This is an optimization exercise on Yosys and OpenROAD, whose aim is small area, not a production implementation. Function was checked by simulation only, so behaviour that the tests miss may differ from the original. Power and IR drop assume default switching activity.

## v55
==> flow/design.v (excerpt) <==
module toy_correlator (
  input  logic       vis_clock,
  input  logic       vis_reset,
  input  logic       sig_valid_i,
  input  logic [3:0] sig_idata_i,
  input  logic [3:0] sig_qdata_i,
  input  logic       m_tready_i,
  output logic       vis_start_o,
  output logic       vis_frame_o,
  output logic       m_tvalid_o,
  output logic [7:0] m_tdata_o,
  output logic       m_tlast_o,
  output logic       vis_overflow_o
);
  logic [2:0] wcnt;      
  logic [1:0] blk;       
  logic       rst_d;     
  logic       block_done;
  logic       frame_end;
  assign block_done = sig_valid_i && (wcnt == 3'd7);
  assign frame_end  = block_done && (blk == 2'd3) && !vis_reset;
  always_ff @(posedge vis_clock) begin
    rst_d <= vis_reset;
    if (vis_reset) begin
      wcnt        <= '0;
      blk         <= '0;
      vis_start_o <= 1'b0;
      vis_frame_o <= 1'b0;
    end else begin
      if (sig_valid_i) wcnt <= wcnt + 1'b1;
      if (block_done) blk <= blk + 1'b1;
      vis_start_o <= block_done && !vis_frame_o;
      if (block_done) vis_frame_o <= 1'b1;
    end
  end
  logic [6:0] pend;
  logic [2:0] ph;
  logic       strobe;
  logic [5:0] sel;
  logic       wr;
  assign strobe = pend[6] && (ph == 3'd1);
  assign wr     = strobe && !pend[0];
  always_comb begin
    for (int k = 0; k < 6; k++) sel[k] = strobe && pend[k+1] && !pend[k];
  end
  always_ff @(posedge vis_clock) begin
    ph <= frame_end ? 3'd0 : ph + 1'b1;
    if (vis_reset) begin
      pend <= '0;
    end else if (frame_end) begin
      pend <= '1;
    end else if (strobe) begin
      pend <= {pend[5:0], 1'b0};
    end
  end
  logic [11:0] acc_word;
  logic [10:0] acc_code;
  logic        x5, y5;
  logic        q_valid;
  logic        q_ready;
  logic [11:0] q_code;
  assign x5       = acc_word[11];
  assign y5       = acc_word[5];
  ...
Size: roughly 930 cells after synthesis, ~250 flip-flops, roughly 9700 sq um of cells after synthesis.
==> flow/config.mk <==
export PLATFORM = sky130hd
export DESIGN_NAME = toy_correlator
export DESIGN_NICKNAME = toy_correlator
export VERILOG_FILES = /design/flow/design.v
export SDC_FILE = /design/flow/constraint.sdc
export NUM_CORES = 4
export LEC_CHECK = 0
export CAP_MARGIN = 0
export CORE_MARGIN = 2
export CORE_UTILIZATION = 70
export SLEW_MARGIN = 0
==> flow/constraint.sdc <==
create_clock -name core_clock -period 6.0 [get_ports {vis_clock}]
set_input_delay 1.2000 -clock core_clock [delete_from_list [all_inputs] [get_ports {vis_clock}]]
set_output_delay 1.2000 -clock core_clock [all_outputs]
set_load 0.01 [all_outputs]
standard.sh (not shown) runs the stock make flow with config.mk's settings and CLKGATE_MAP_FILE= SYNTH_SCRIPT=/design/flow/synth_recipe.tcl, a recipe that flattens the netlist after the stock synthesis.
==> flow/flow/run.sh <==
#!/bin/bash
# Own synthesis (flow/synth.tcl: the standard one with an area-oriented ABC
# mapping), then the standard layout from the synthesized netlist, with the
# smallest buffer on each port and a clock tree without dummy loads.
set -euo pipefail
W=$(pwd)
export OWN_ABC_SCRIPT="$W/flow/area.abc"
export BUFFER_PORTS_ARGS="-buffer_cell sky130_fd_sc_hd__buf_1"
export CTS_ARGS="-sink_clustering_enable -repair_clock_nets -sink_clustering_size 18 -sink_clustering_max_diameter 60 -buf_list sky130_fd_sc_hd__clkbuf_8 -dont_use_dummy_load"
sed -e "s#SYNTH_SCRIPT=[^ ]*#SYNTH_SCRIPT=$W/flow/synth.tcl#" standard.sh > own_synth.sh
bash own_synth.sh synth > synth.log 2>&1
bash standard.sh > standard.log 2>&1
==> flow/flow/area.abc <==
strash
dch
amap -F 20 -A 40
mfs2
strash
dch
amap -F 20 -A 40
mfs2
strash
dch
amap -F 20 -A 40
==> flow/flow/synth.tcl <==
# synth_recipe.tcl (the standard synthesis), with the final ABC mapping run for
# area and the arithmetic left to ABC instead of fixed half/full-adder cells.
# Flip-flops are mapped before ABC runs, so the registers, their names and
# cell types are those of the standard synthesis.
proc synth {args} { yosys synth -nofsm -noshare {*}$args }
proc extract_fa {args} { }
proc abc {args} {
  foreach o {-script -D} {
    set i [lsearch -exact $args $o]
    if { $i >= 0 } { set args [lreplace $args $i [expr {$i + 1}]] }
  }
  yosys abc {*}$args -script $::env(OWN_ABC_SCRIPT)
}
source $::env(SCRIPTS_DIR)/synth.tcl
# left out here: clear keep_hierarchy, flatten, clean up, hide names made inside functions, write 1_2_yosys.v
Setup changes, v55 to v12
==> flow/flow/area.abc <==
strash
dch
amap
mfs2
strash
dch
amap
mfs2
strash
dch
amap
[summary]
Per the comparison of v12 with v55, final total power rose 4.1%; area of the multi-input gates fell about 2.2%; instance count on the critical path rose 4; number of nets in the final layout rose about 5%.
v12 against v55: synthesized cell count has increased, number of standard cells in the layout, taps in and fillers out shows an increase of 4.1%, clock-pin slew on the worst setup and hold paths flat.
First-iteration DRC count went up by a few percent going from v55 to v12.
Core utilization: v12 higher than v55
Higher wire length goes to v55 over v12.
v12 reports a higher worst hold slack than v55 does.
[inputs] v21 vs v12
--- a/flow/flow/run.sh
+++ b/flow/flow/run.sh
@@ -7,5 +7,5 @@
 export OWN_ABC_SCRIPT="$W/flow/area.abc"
 export BUFFER_PORTS_ARGS="-buffer_cell sky130_fd_sc_hd__buf_1"
-export CTS_ARGS="-sink_clustering_enable -repair_clock_nets -sink_clustering_size 18 -sink_clustering_max_diameter 60 -buf_list sky130_fd_sc_hd__clkbuf_8 -dont_use_dummy_load"
+export CTS_ARGS="-sink_clustering_enable -repair_clock_nets -sink_clustering_size 20 -sink_clustering_max_diameter 70 -buf_list sky130_fd_sc_hd__clkbuf_8 -dont_use_dummy_load"
 sed -e "s#SYNTH_SCRIPT=[^ ]*#SYNTH_SCRIPT=$W/flow/synth.tcl#" standard.sh > own_synth.sh
 bash own_synth.sh synth > synth.log 2>&1
==> flow/flow/area.abc <==
strash
dch
amap -F 20 -A 40
mfs2
strash
dch
amap -F 20 -A 40
mfs2
strash
dch
amap -F 20 -A 40
==> summary.txt <==
- Compared with v12, v21 shows a setup slack that is 0.51 ns higher.
- m_tdata_o[4] as the end point of the critical path was reported by v12, and m_tdata_o[1] by v21.
- The higher utilization of v21 and v12 is in v12.
- Between v21 and v12, it is v21 whose critical path depth is lower, by 4.
- The final cell count in v21 was lower than what v12 gave.
- Taking v12 as the reference, in v21 overall power went down, fmax went up.
- In the reports for v21 and v12, the smaller clock buffer count from CTS belongs to v21.
- Between v21 and v12, the final critical-path required period is lower for v21.
- Looking only at clock share of power, and setting everything else aside, the lower value of v21 and v12 goes to v12.
diff inputs: v21 => v54
--- a/flow/flow/run.sh
+++ b/flow/flow/run.sh
@@ -7,5 +7,5 @@
 export OWN_ABC_SCRIPT="$W/flow/area.abc"
 export BUFFER_PORTS_ARGS="-buffer_cell sky130_fd_sc_hd__buf_1"
-export CTS_ARGS="-sink_clustering_enable -repair_clock_nets -sink_clustering_size 20 -sink_clustering_max_diameter 70 -buf_list sky130_fd_sc_hd__clkbuf_8 -dont_use_dummy_load"
+export CTS_ARGS="-sink_clustering_enable -repair_clock_nets -sink_clustering_size 18 -sink_clustering_max_diameter 60 -buf_list sky130_fd_sc_hd__clkbuf_8 -dont_use_dummy_load"
 sed -e "s#SYNTH_SCRIPT=[^ ]*#SYNTH_SCRIPT=$W/flow/synth.tcl#" standard.sh > own_synth.sh
 bash own_synth.sh synth > synth.log 2>&1
==> flow/flow/area.abc <==
strash
dch
amap -F 50 -A 100 -C 2000
mfs2
strash
dch
amap -F 50 -A 100 -C 2000
mfs2
strash
dch
amap -F 50 -A 100 -C 2000
==> comparison <==
- From v21 to v54 the numbers moved as follows: portion of the clock cycle consumed by the worst path in the final layout saw an increase, cell area saw little to no change, routed wire length now sits lower.
Setup changes, v54 to v59
--- a/flow/flow/run.sh
+++ b/flow/flow/run.sh
@@ -7,5 +7,5 @@
 export OWN_ABC_SCRIPT="$W/flow/area.abc"
 export BUFFER_PORTS_ARGS="-buffer_cell sky130_fd_sc_hd__buf_1"
-export CTS_ARGS="-sink_clustering_enable -repair_clock_nets -sink_clustering_size 18 -sink_clustering_max_diameter 60 -buf_list sky130_fd_sc_hd__clkbuf_8 -dont_use_dummy_load"
+export CTS_ARGS="-sink_clustering_enable -repair_clock_nets -sink_clustering_size 10 -sink_clustering_max_diameter 45 -buf_list sky130_fd_sc_hd__clkbuf_4 -dont_use_dummy_load"
 sed -e "s#SYNTH_SCRIPT=[^ ]*#SYNTH_SCRIPT=$W/flow/synth.tcl#" standard.sh > own_synth.sh
 bash own_synth.sh synth > synth.log 2>&1
==> flow/flow/area.abc <==
strash
dch
amap -F 20 -A 40
mfs2
strash
dch
amap -F 20 -A 40
mfs2
strash
dch
amap -F 20 -A 40
Findings:
Comparing v54 and v59, the higher overall via count from detail_route is on v59. Compared with v54, v59 shows share of the clock period used by the worst path higher by 1.7 points. Comparing v54 with v59, the cell area after layout came out essentially unchanged.


The RTL this note starts from:
==> flow/design.v <==
`timescale 1ns/1ps
`default_nettype none
module vis_accumulator (
  input  logic        vis_clock,
  input  logic        vis_reset,
  input  logic        rst_d,       
  input  logic        frame_end,   
  input  logic        sig_valid_i,
  input  logic [3:0]  sig_idata_i,
  input  logic [3:0]  sig_qdata_i,
  input  logic [5:0]  pend,        
  input  logic [5:0]  sel,         
  output logic [11:0] word_o       
);
  localparam logic [11:0] BASE_A = {2'd2, 2'd1, 2'd1, 2'd0, 2'd0, 2'd0};
  localparam logic [11:0] BASE_B = {2'd3, 2'd3, 2'd2, 2'd3, 2'd2, 2'd1};
  logic [5:0] inc_f;
  logic [5:0] inc_g;
  logic [5:0] cnt_f [6];
  logic [5:0] cnt_g [6];
  logic [3:0] x;
  assign x = sig_idata_i ^ sig_qdata_i;
  always_comb begin
    for (int k = 0; k < 6; k++) begin
      logic ai, aq, bi, bq, bw;
      ai = sig_idata_i[BASE_A[2*k +: 2]];
      aq = sig_qdata_i[BASE_A[2*k +: 2]];
      bi = sig_idata_i[BASE_B[2*k +: 2]];
      bq = sig_qdata_i[BASE_B[2*k +: 2]];
      bw = !x[BASE_A[2*k +: 2]] && x[BASE_B[2*k +: 2]];   
      inc_f[k] = sig_valid_i && !(aq ^ bq ^ bw);
      inc_g[k] = sig_valid_i && (ai ^ bi ^ bw);
    end
  end
  genvar gk;
  generate
    for (gk = 0; gk < 6; gk++) begin : g_base
      localparam int PW = (gk == 5) ? 4 : 3;
      logic [PW-1:0] pnd_f;
      logic [PW-1:0] pnd_g;
      logic          take;
      logic          hold;
      assign take = sel[gk] || rst_d;
      assign hold = pend[gk] && !sel[gk];
      always_ff @(posedge vis_clock) begin
        cnt_f[gk] <= (take ? 6'(pnd_f) : cnt_f[gk]) + 6'(inc_f[gk] && !hold);
        cnt_g[gk] <= (take ? 6'(pnd_g) : cnt_g[gk]) + 6'(inc_g[gk] && !hold);
        if (vis_reset || frame_end) begin
          pnd_f <= '0;
          pnd_g <= '0;
        end else begin
          pnd_f <= pnd_f + PW'(inc_f[gk] && pend[gk]);
          pnd_g <= pnd_g + PW'(inc_g[gk] && pend[gk]);
        end
      end
    end
  endgenerate
  always_comb begin
    word_o = '0;
    for (int k = 0; k < 6; k++) begin
      word_o = word_o | ({cnt_f[k], cnt_g[k]} & {12{sel[k]}});
    end
  end
endmodule
`default_nettype wire
`timescale 1ns/1ps
`default_nettype none
module vis_fifo (
  input  logic        vis_clock,
  input  logic        vis_reset,
  input  logic        wr_i,
  input  logic [12:0] word_i,
  input  logic        ready_i,
  output logic        valid_o,
  output logic [12:0] word_o,     
  output logic        overflow_o
);
  logic [12:0] sh [9];
  logic [3:0]  count;
  logic        full;
  logic        push;
  logic        pop;
  assign full    = count[3];   
  assign valid_o = (count != 4'd0);
  assign push    = wr_i && !full;
  assign pop     = valid_o && ready_i;
  assign word_o  = sh[count];
  always_ff @(posedge vis_clock) begin
    if (push) begin
      sh[0] <= word_i;
      for (int i = 1; i < 9; i++) sh[i] <= sh[i-1];
    end
  end
  always_ff @(posedge vis_clock) begin
    if (vis_reset) begin
      count      <= '0;
      overflow_o <= 1'b0;
    end else begin
      count <= count + 4'(push) - 4'(pop);
      if (wr_i && full) overflow_o <= 1'b1;
    end
  end
endmodule
`default_nettype wire
`timescale 1ns/1ps
`default_nettype none
module byte_serializer (
  input  logic        vis_clock,
  input  logic        vis_reset,
  input  logic        valid_i,
  input  logic [12:0] word_i,
  input  logic        m_tready_i,
  output logic        ready_o,
  output logic        m_tvalid_o,
  output logic [7:0]  m_tdata_o,
  output logic        m_tlast_o
);
  logic        busy;
  logic [2:0]  idx;
  logic [11:0] sw;
  logic        slast;
  logic [6:0]  dv;
  assign ready_o = !busy;
  always_ff @(posedge vis_clock) begin
    if (vis_reset) begin
      busy <= 1'b0;
      idx  <= '0;
    end else if (valid_i && !busy) begin
      busy <= 1'b1;
      idx  <= '0;
    end else if (busy && m_tready_i) begin
      idx <= idx + 1'b1;
      if (idx == 3'd7) busy <= 1'b0;
    end
  end
  assign {sw, slast} = word_i;
  logic [6:0] sum;
  assign sum = {1'b0, sw[11:6]} + ({1'b0, sw[5:0]} ^ {7{idx[2]}}) + 7'(idx[2]);
  assign dv  = idx[2] ? sum : {sum[6:5] - 2'd1, sum[4:0]};
  assign m_tvalid_o = busy;
  assign m_tdata_o  = (idx[1:0] == 2'd0) ? {dv, 1'b0} : {8{dv[6]}};
  assign m_tlast_o  = busy && slast && (idx == 3'd7);
endmodule
`default_nettype wire
`timescale 1ns/1ps
`default_nettype none
module toy_correlator (
  input  logic       vis_clock,
  input  logic       vis_reset,
  input  logic       sig_valid_i,
  input  logic [3:0] sig_idata_i,
  input  logic [3:0] sig_qdata_i,
  input  logic       m_tready_i,
  output logic       vis_start_o,
  output logic       vis_frame_o,
  output logic       m_tvalid_o,
  output logic [7:0] m_tdata_o,
  output logic       m_tlast_o,
  output logic       vis_overflow_o
);
  logic [2:0] wcnt;      
  logic [1:0] blk;       
  logic       rst_d;     
  logic       block_done;
  logic       frame_end;
  assign block_done = sig_valid_i && (wcnt == 3'd7);
  assign frame_end  = block_done && (blk == 2'd3) && !vis_reset;
  always_ff @(posedge vis_clock) begin
    rst_d <= vis_reset;
    if (vis_reset) begin
      wcnt        <= '0;
      blk         <= '0;
      vis_start_o <= 1'b0;
      vis_frame_o <= 1'b0;
    end else begin
      if (sig_valid_i) wcnt <= wcnt + 1'b1;
      if (block_done) blk <= blk + 1'b1;
      vis_start_o <= block_done && !vis_frame_o;
      if (block_done) vis_frame_o <= 1'b1;
    end
  end
  logic [6:0] pend;
  logic [2:0] ph;
  logic       strobe;
  logic [5:0] sel;
  logic       wr;
  assign strobe = pend[6] && (ph == 3'd1);
  assign wr     = strobe && !pend[0];
  always_comb begin
    for (int k = 0; k < 6; k++) sel[k] = strobe && pend[k+1] && !pend[k];
  end
  always_ff @(posedge vis_clock) begin
    ph <= frame_end ? 3'd0 : ph + 1'b1;
    if (vis_reset) begin
      pend <= '0;
    end else if (frame_end) begin
      pend <= '1;
    end else if (strobe) begin
      pend <= {pend[5:0], 1'b0};
    end
  end
  logic [11:0] acc_word;
  logic        q_valid;
  logic        q_ready;
  logic [12:0] q_word;
  vis_accumulator u_accum (
    .vis_clock   (vis_clock),
    .vis_reset   (vis_reset),
    .rst_d       (rst_d),
    .frame_end   (frame_end),
    .sig_valid_i (sig_valid_i),
    .sig_idata_i (sig_idata_i),
    .sig_qdata_i (sig_qdata_i),
    .pend        (pend[6:1]),
    .sel         (sel),
    .word_o      (acc_word)
  );
  vis_fifo u_fifo (
    .vis_clock  (vis_clock),
    .vis_reset  (vis_reset),
    .wr_i       (wr),
    .word_i     ({acc_word, sel[5]}),
    .ready_i    (q_ready),
    .valid_o    (q_valid),
    .word_o     (q_word),
    .overflow_o (vis_overflow_o)
  );
  byte_serializer u_serializer (
    .vis_clock  (vis_clock),
    .vis_reset  (vis_reset),
    .valid_i    (q_valid),
    .word_i     (q_word),
    .m_tready_i (m_tready_i),
    .ready_o    (q_ready),
    .m_tvalid_o (m_tvalid_o),
    .m_tdata_o  (m_tdata_o),
    .m_tlast_o  (m_tlast_o)
  );
endmodule
`default_nettype wire
==> flow/config.mk <==
export PLATFORM = sky130hd
export DESIGN_NAME = toy_correlator
export DESIGN_NICKNAME = toy_correlator
export VERILOG_FILES = /design/flow/design.v
export SDC_FILE = /design/flow/constraint.sdc
export NUM_CORES = 4
export LEC_CHECK = 0
export CAP_MARGIN = 20
export CORE_MARGIN = 2
export CORE_UTILIZATION = 70
export CTS_BUF_LIST = sky130_fd_sc_hd__clkbuf_16
export CTS_CLUSTER_DIAMETER = 100
export CTS_CLUSTER_SIZE = 30
export SLEW_MARGIN = 20
==> flow/constraint.sdc <==
create_clock -name core_clock -period 6.0 [get_ports {vis_clock}]
set_input_delay 1.2000 -clock core_clock [delete_from_list [all_inputs] [get_ports {vis_clock}]]
set_output_delay 1.2000 -clock core_clock [all_outputs]
set_load 0.01 [all_outputs]
==> flow/flow/run.sh <==
#!/bin/bash
# Standard layout, with the smallest buffer on each port
set -euo pipefail
export BUFFER_PORTS_ARGS="-buffer_cell sky130_fd_sc_hd__buf_1"
bash standard.sh > standard.log 2>&1
The first run finished clean.
==> next run, changes <==
--- a/flow/config.mk
+++ b/flow/config.mk
@@ -7,0 +8 @@
+export ABC_AREA = 1
@@ -11,3 +12,3 @@
-export CTS_BUF_LIST = sky130_fd_sc_hd__clkbuf_16
-export CTS_CLUSTER_DIAMETER = 100
-export CTS_CLUSTER_SIZE = 30
+export CTS_BUF_LIST = sky130_fd_sc_hd__clkbuf_8
+export CTS_CLUSTER_DIAMETER = 60
+export CTS_CLUSTER_SIZE = 16
Outcome: Power goes down by a few percent; utilization goes up by 0.38 points; sequential cell count does not change; clock-buffer cell count goes up by 7; design area goes down by a few percent; final cell count goes up by a little under a tenth.
==> next run, changes <==
==> flow/flow/run.sh (replaced) <==
#!/bin/bash
# Own synthesis (flow/synth.tcl: the standard one with an area-oriented ABC
# mapping), then the standard layout from the synthesized netlist, with the
# smallest buffer on each port and a clock tree without dummy loads.
set -euo pipefail
W=$(pwd)
export OWN_ABC_SCRIPT="$W/flow/area.abc"
export BUFFER_PORTS_ARGS="-buffer_cell sky130_fd_sc_hd__buf_1"
export CTS_ARGS="-sink_clustering_enable -repair_clock_nets -sink_clustering_size 16 -sink_clustering_max_diameter 60 -buf_list sky130_fd_sc_hd__clkbuf_8 -dont_use_dummy_load"
sed -e "s#SYNTH_SCRIPT=[^ ]*#SYNTH_SCRIPT=$W/flow/synth.tcl#" standard.sh > own_synth.sh
bash own_synth.sh synth > synth.log 2>&1
bash standard.sh > standard.log 2>&1
==> flow/flow/area.abc (new file) <==
&get -n
&st
&dch
&nf -R 1000 -p -F 8 -A 4
&put
&get -n
&st
&dch
&nf -R 1000 -p -F 8 -A 4
&put
&get -n
&st
&dch
&nf -R 1000 -p -F 8 -A 4
&put
==> flow/flow/synth.tcl (new file) <==
# synth_recipe.tcl (the standard synthesis), with the final ABC mapping run for
# area and the arithmetic left to ABC instead of fixed half/full-adder cells.
# Flip-flops are mapped before ABC runs, so the registers, their names and
# cell types are those of the standard synthesis.
proc synth {args} { yosys synth -nofsm -noshare {*}$args }
proc extract_fa {args} { }
proc abc {args} {
  foreach o {-script -D} {
    set i [lsearch -exact $args $o]
    if { $i >= 0 } { set args [lreplace $args $i [expr {$i + 1}]] }
  }
  yosys abc {*}$args -script $::env(OWN_ABC_SCRIPT)
}
source $::env(SCRIPTS_DIR)/synth.tcl
# left out here: clear keep_hierarchy, flatten, clean up, hide names made inside functions, write 1_2_yosys.v
--- a/flow/config.mk
+++ b/flow/config.mk
@@ -8,2 +8 @@
-export ABC_AREA = 1
-export CAP_MARGIN = 20
+export CAP_MARGIN = 0
@@ -12,4 +11 @@
-export CTS_BUF_LIST = sky130_fd_sc_hd__clkbuf_8
-export CTS_CLUSTER_DIAMETER = 60
-export CTS_CLUSTER_SIZE = 16
-export SLEW_MARGIN = 20
+export SLEW_MARGIN = 0
Outcome:
- synthesized cell count fell by a quarter to a third
- flip-flop and latch count is unchanged
- global-route usage rose by 3.4 points

[static timing again, ports no longer ideal]
The results above use ideal ports. As a check the final layouts listed here were re-extracted and re-timed, cells and wires unchanged. Step 1 sets driving cells, clkbuf_16 on the clock port and buf_2 on the other inputs (assumed; they add their load-dependent delay and slew). Step 2 times the ports against the registers' clock, not the clock port: input delays grow and output delays shrink by t, the midpoint of the rising clock arrivals with the driver on. Slacks: ideal / step 1 / step 2; pairs: ideal / step 1.
run	t (ns)	setup slack, ns	hold WS [ns]
v55	0.542	1.308 / 1.271 / 1.813	0.421 / 0.421 / 0.421
v12	0.552	0.781 / 0.739 / 1.291	0.461 / 0.461 / 0.461
v21	0.543	1.289 / 1.249 / 1.792	0.436 / 0.436 / 0.436
v54	0.524	1.235 / 1.198 / 1.722	0.457 / 0.457 / 0.457
v59	0.677	1.133 / 1.096 / 1.773	0.443 / 0.443 / 0.443
the first run of note 2	0.511	0.203 / 0.161 / 0.672	0.447 / 0.447 / 0.447
the second run of note 2	0.561	0.349 / 0.304 / 0.865	0.457 / 0.457 / 0.457
the third run of note 2	0.543	0.233 / 0.196 / 0.739	0.448 / 0.448 / 0.448
After both steps every run listed still meets setup and hold.
